Context: an optimization exercise on an open-source flow, tuned for small area. The choices shown serve that exercise and are no tape-out recipe.
The RTL was checked by simulation tests, not by an equivalence proof against the original design.
Power figures rest on the tool's default switching activity, not on a simulated workload.

## ongorucu_bht
module ongorucu_bht (
    input  logic        clk,
    input  logic        rst,
    input  logic [31:0] getir_ps,
    input  logic [31:0] getir_buyruk,
    input  logic        getir_gecerli,
    input  logic [31:0] yurut_ps,
    input  logic [31:0] yurut_buyruk,
    input  logic        yurut_dallan,
    input  logic [31:0] yurut_dallan_ps,
    input  logic        yurut_gecerli,
    output logic        sonuc_dallan,
    output logic [31:0] sonuc_dallan_ps
);
Size in the first run: about 3800 cells after synthesis, roughly 200 I/O pins, ~71000 µm² of cells after synthesis.
clock: 8.0 ns
lec_check: 0
cap_margin: 20
core_margin: 2
core_utilization: 60
gpl_timing_driven: 0
place_density: 0.7
setup_slack_margin: 0.2
slew_margin: 20
standard.sh (not shown) runs the stock make flow with config.mk's settings and CLKGATE_MAP_FILE= SYNTH_SCRIPT=/design/flow/synth_recipe.tcl, a recipe that flattens the netlist after the stock synthesis.
==> flow/flow/run.sh <==
#!/bin/bash
# Own layout flow: the standard ORFS flow (standard.sh) with
#  - a plain &dch/&nf abc mapping (no speed-script resynthesis loops) in synthesis (flow/synth.tcl),
#  - the smallest buffer for the port buffers,
#  - one buf_4 per high-fanout net before repair_design (flow/preresize.tcl),
#  - clkbuf_8 sink clusters of up to 16 flops within 80 um and no dummy loads in clock tree synthesis.
# make's output goes to flow_make.log; ORFS keeps each step's log under orfs/logs.
set -euo pipefail
W=$(pwd)
export OWN_ABC_SCRIPT=$W/flow/abc_area_nf.script
bash "$W/standard.sh" \
  SYNTH_SCRIPT="$W/flow/synth.tcl" \
  BUFFER_PORTS_ARGS="-buffer_cell sky130_fd_sc_hd__buf_1" \
  PRE_RESIZE_TCL="$W/flow/preresize.tcl" \
  CTS_ARGS="-sink_clustering_enable -repair_clock_nets -dont_use_dummy_load -buf_list {sky130_fd_sc_hd__clkbuf_8} -sink_clustering_size 16 -sink_clustering_max_diameter 80" \
  finish > "$W/flow_make.log" 2>&1
==> flow/flow/preresize.tcl <==
# Sourced by ORFS's resize step (PRE_RESIZE_TCL) before repair_design.
# Gives every signal net with 12 or more pins one buf_4 right after its driver,
# so that repair_design, which would otherwise build a tree of many buffers
# per high-fanout net, only has to fix what is left.
set pb_nets {}
foreach net [[ord::get_db_block] getNets] {
  if { [$net getSigType] ne "SIGNAL" } { continue }
  if { [llength [$net getITerms]] + [llength [$net getBTerms]] >= 12 } {
    lappend pb_nets [$net getName]
  }
}
set pb_done 0
foreach name $pb_nets {
  set pattern [string map {"\\" "\\\\" "[" "\\[" "]" "\\]" "*" "\\*" "?" "\\?"} $name]
  set sta_net [get_nets -quiet $pattern]
  if { [llength $sta_net] != 1 } { continue }
  if { [catch { insert_buffer -net $sta_net -buffer_cell sky130_fd_sc_hd__buf_4 } err] } {
    puts "preresize: skipped $name: $err"
  } else {
    incr pb_done
  }
}
puts "preresize: buffered $pb_done of [llength $pb_nets] high-fanout nets"
Other scripts of this flow, unchanged in this note and not shown: flow/flow/abc_area_nf.script, flow/flow/synth.tcl
The baseline completed with no timing, DRC or antenna violations.
Next try:
--- a/flow/flow/run.sh
+++ b/flow/flow/run.sh
@@ -4,3 +4,3 @@
 #  - the smallest buffer for the port buffers,
-#  - one buf_4 per high-fanout net before repair_design (flow/preresize.tcl),
+#  - one buffer per high-fanout net before repair_design (flow/preresize.tcl),
 #  - clkbuf_8 sink clusters of up to 16 flops within 80 um and no dummy loads in clock tree synthesis.
==> flow/flow/preresize.tcl (replaced) <==
# Sourced by ORFS's resize step (PRE_RESIZE_TCL) before repair_design.
# Gives every signal net with 12 or more pins one buffer right after its
# driver (buf_4 for 45 or more pins, buf_2 below), so that repair_design, which
# would otherwise build a tree of many buffers per high-fanout net, only has to
# fix what is left. When the driver is the net's input-port buffer, that port
# buffer is resized instead of adding a second buffer behind it.
set pb_nets {}
foreach net [[ord::get_db_block] getNets] {
  if { [$net getSigType] ne "SIGNAL" } { continue }
  set npins [expr { [llength [$net getITerms]] + [llength [$net getBTerms]] }]
  if { $npins >= 12 } { lappend pb_nets [list [$net getName] $npins] }
}
set pb_ins 0
set pb_rep 0
foreach item $pb_nets {
  lassign $item name npins
  set cell [expr { $npins >= 45 ? "sky130_fd_sc_hd__buf_4" : "sky130_fd_sc_hd__buf_2" }]
  set dbnet [[ord::get_db_block] findNet $name]
  set drv ""
  foreach it [$dbnet getITerms] {
    if { [$it isOutputSignal] } { set drv [$it getInst] }
  }
  if { $drv ne "" && [string match "input*" [$drv getName]]
       && [[$drv getMaster] getName] eq "sky130_fd_sc_hd__buf_1" } {
    replace_cell [$drv getName] $cell
    incr pb_rep
    continue
  }
  set pattern [string map {"\\" "\\\\" "[" "\\[" "]" "\\]" "*" "\\*" "?" "\\?"} $name]
  set sta_net [get_nets -quiet $pattern]
  if { [llength $sta_net] != 1 } { continue }
  if { [catch { insert_buffer -net $sta_net -buffer_cell $cell } err] } {
    puts "preresize: skipped $name: $err"
  } else {
    incr pb_ins
  }
}
puts "preresize: inserted $pb_ins buffers, resized $pb_rep port buffers"
Design area falls by 0.49%.
Clock skew falls by 3.1 ps.
Wire length falls by 0.68%.
Synthesized cell count stays the same.

========
ongorucu_bht, a different RTL version from the one above (not shown whole).
For scale: about 3400 cells after synthesis, roughly 2000 flip-flops, ~200 I/O pins, ~0.070 mm^2 of cells after synthesis.
clock: 8.0 ns
lec_check: 0
cap_margin: 20
core_margin: 2
core_utilization: 60
gpl_timing_driven: 0
place_density: 0.7
setup_slack_margin: 0.2
slew_margin: 20
==> flow/flow/run.sh <==
#!/bin/bash
# Own layout flow: the standard ORFS flow (standard.sh) with
#  - a plain &dch/&nf -R 15 abc mapping (no speed-script resynthesis loops) in synthesis (flow/synth.tcl),
#  - the smallest buffer for the port buffers,
#  - one buffer per high-fanout net before repair_design (flow/preresize.tcl),
#  - clkbuf_8 sink clusters of up to 16 flops within 80 um and no dummy loads in clock tree synthesis.
# make's output goes to flow_make.log; ORFS keeps each step's log under orfs/logs.
set -euo pipefail
W=$(pwd)
export OWN_ABC_SCRIPT=$W/flow/abc_area_nf.script
bash "$W/standard.sh" \
  SYNTH_SCRIPT="$W/flow/synth.tcl" \
  BUFFER_PORTS_ARGS="-buffer_cell sky130_fd_sc_hd__buf_1" \
  PRE_RESIZE_TCL="$W/flow/preresize.tcl" \
  CTS_ARGS="-sink_clustering_enable -repair_clock_nets -dont_use_dummy_load -buf_list {sky130_fd_sc_hd__clkbuf_8} -sink_clustering_size 16 -sink_clustering_max_diameter 80" \
  finish > "$W/flow_make.log" 2>&1
Other scripts of this flow, unchanged in this note and not shown: flow/flow/abc_area_nf.script, flow/flow/preresize.tcl, flow/flow/synth.tcl
The starting point ran to the end with no violations.
Then changed:
--- a/flow/flow/run.sh
+++ b/flow/flow/run.sh
@@ -6 +6 @@
-#  - clkbuf_8 sink clusters of up to 16 flops within 80 um and no dummy loads in clock tree synthesis.
+#  - clkbuf_4 sink clusters of up to 9 flops within 80 um and no dummy loads in clock tree synthesis.
@@ -15 +15 @@
-  CTS_ARGS="-sink_clustering_enable -repair_clock_nets -dont_use_dummy_load -buf_list {sky130_fd_sc_hd__clkbuf_8} -sink_clustering_size 16 -sink_clustering_max_diameter 80" \
+  CTS_ARGS="-sink_clustering_enable -repair_clock_nets -dont_use_dummy_load -buf_list {sky130_fd_sc_hd__clkbuf_4} -sink_clustering_size 9 -sink_clustering_max_diameter 80" \
The new run went through all stages and came out clean.
Die area is unchanged.
Routed wire length grows by 0.52%.
Power shrinks by 0.97%.
Final area barely changes.
Register-to-register slack is better by 20 ps.
Worst setup slack is better by 10 ps.

========
ongorucu_bht, a different RTL version from the one above (not shown whole).
Size in the first run: ~4100 cells after synthesis, ~2000 flip-flops.
export LEC_CHECK = 0
export CAP_MARGIN = 20
export CORE_MARGIN = 2
export CORE_UTILIZATION = 60
export GPL_TIMING_DRIVEN = 0
export PLACE_DENSITY = 0.7
export SETUP_SLACK_MARGIN = 0.2
export SLEW_MARGIN = 20
create_clock -name core_clock -period 8.0 [get_ports {clk}]
==> flow/flow/run.sh <==
#!/bin/bash
# Own layout flow: the standard ORFS flow (standard.sh) with
#  - a plain &dch/&nf abc mapping (no speed-script resynthesis loops) in synthesis (flow/synth.tcl),
#  - the smallest buffer for the port buffers,
#  - clkbuf_8 sink clusters of up to 16 flops and no dummy loads in clock tree synthesis.
# make's output goes to flow_make.log; ORFS keeps each step's log under orfs/logs.
set -euo pipefail
W=$(pwd)
export OWN_ABC_SCRIPT=$W/flow/abc_area_nf.script
bash "$W/standard.sh" \
  SYNTH_SCRIPT="$W/flow/synth.tcl" \
  BUFFER_PORTS_ARGS="-buffer_cell sky130_fd_sc_hd__buf_1" \
  CTS_ARGS="-sink_clustering_enable -repair_clock_nets -dont_use_dummy_load -buf_list {sky130_fd_sc_hd__clkbuf_8} -sink_clustering_size 16 -sink_clustering_max_diameter 50" \
  finish > "$W/flow_make.log" 2>&1
==> flow/flow/abc_area_nf.script <==
&get -n
&st
&dch -f
&nf
&put
==> flow/flow/synth.tcl <==
# The standard synthesis (synth_recipe.tcl), with one change: the abc
# technology-mapping call uses a plain &dch/&nf mapping script (abc_area_nf.script)
# instead of ORFS's default speed script. Registers are untouched by abc.
proc synth {args} { yosys synth -nofsm -noshare {*}$args }
proc abc {args} {
  set i [lsearch -exact $args -script]
  if { $i >= 0 } {
    set args [lreplace $args $i [expr { $i + 1 }] -script $::env(OWN_ABC_SCRIPT)]
  }
  yosys abc {*}$args
}
source $::env(SCRIPTS_DIR)/synth.tcl
# left out here: clear keep_hierarchy, flatten, clean up, hide names made inside functions, write 1_2_yosys.v
The first run finished clean.
Next try:
--- a/flow/flow/run.sh
+++ b/flow/flow/run.sh
@@ -3,4 +3,5 @@
 #  - a plain &dch/&nf abc mapping (no speed-script resynthesis loops) in synthesis (flow/synth.tcl),
 #  - the smallest buffer for the port buffers,
+#  - one buf_4 per high-fanout net before repair_design (flow/preresize.tcl),
 #  - clkbuf_8 sink clusters of up to 16 flops and no dummy loads in clock tree synthesis.
 # make's output goes to flow_make.log; ORFS keeps each step's log under orfs/logs.
@@ -11,4 +12,5 @@
   SYNTH_SCRIPT="$W/flow/synth.tcl" \
   BUFFER_PORTS_ARGS="-buffer_cell sky130_fd_sc_hd__buf_1" \
+  PRE_RESIZE_TCL="$W/flow/preresize.tcl" \
   CTS_ARGS="-sink_clustering_enable -repair_clock_nets -dont_use_dummy_load -buf_list {sky130_fd_sc_hd__clkbuf_8} -sink_clustering_size 16 -sink_clustering_max_diameter 50" \
   finish > "$W/flow_make.log" 2>&1
==> flow/flow/preresize.tcl (new file) <==
# Sourced by ORFS's resize step (PRE_RESIZE_TCL) before repair_design.
# Gives every signal net with 12 or more pins one buf_4 right after its driver,
# so that repair_design, which would otherwise build a tree of many buffers
# per high-fanout net, only has to fix what is left.
set pb_nets {}
foreach net [[ord::get_db_block] getNets] {
  if { [$net getSigType] ne "SIGNAL" } { continue }
  if { [llength [$net getITerms]] + [llength [$net getBTerms]] >= 12 } {
    lappend pb_nets [$net getName]
  }
}
set pb_done 0
foreach name $pb_nets {
  set pattern [string map {"\\" "\\\\" "[" "\\[" "]" "\\]" "*" "\\*" "?" "\\?"} $name]
  set sta_net [get_nets -quiet $pattern]
  if { [llength $sta_net] != 1 } { continue }
  if { [catch { insert_buffer -net $sta_net -buffer_cell sky130_fd_sc_hd__buf_4 } err] } {
    puts "preresize: skipped $name: $err"
  } else {
    incr pb_done
  }
}
puts "preresize: buffered $pb_done of [llength $pb_nets] high-fanout nets"
Clock-buffer cell count went down by 5.
Die area does not change.
Via count went down by 4.7%.

-- port drivers added, routing unchanged --
The flow's constraints put no driver on any port. The routed layouts listed below were extracted and timed again, unchanged, in two steps.
Step 1: set_driving_cell puts a clkbuf_16 on clk and a buf_2 on each other input, an assumption about the parent block.
Step 2 moves the port delays by t, midway between the first and last clock arrival at a register: inputs arrive t later, outputs are due t later. That takes back most of the time a late clock gives input paths.
Three values: ideal ports, drivers, drivers and shift; two values: the first two.
run | shift t [ns] | setup WS [ns] | latest minus earliest clock arrival (ns) | worst slew at a driven data input, ns | pins driven straight from the clock port
the first run of note 1 | 0.925 | 0.237 / 0.214 / 0.214 | 0.067 / 0.067 | 0.18 | 1
the second run of note 1 | 0.940 | 0.233 / 0.208 / 0.208 | 0.064 / 0.064 | 0.17 | 1
the first run of note 2 | 0.943 | 0.118 / 0.086 / 0.086 | 0.072 / 0.072 | 0.18 | 1
the second run of note 2 | 1.261 | 0.129 / 0.096 / 0.096 | 0.121 / 0.122 | 0.19 | 1
the first run of note 3 | 0.925 | 0.203 / 0.159 / 0.159 | 0.119 / 0.119 | 0.19 | 1
the second run of note 3 | 0.958 | 0.177 / 0.144 / 0.144 | 0.083 / 0.082 | 0.18 | 1
After both steps every run listed still meets setup and hold. The setup slack of the first run of note 3, which loses most, moves by -0.044 ns with the drivers and by -0.044 ns with both steps.
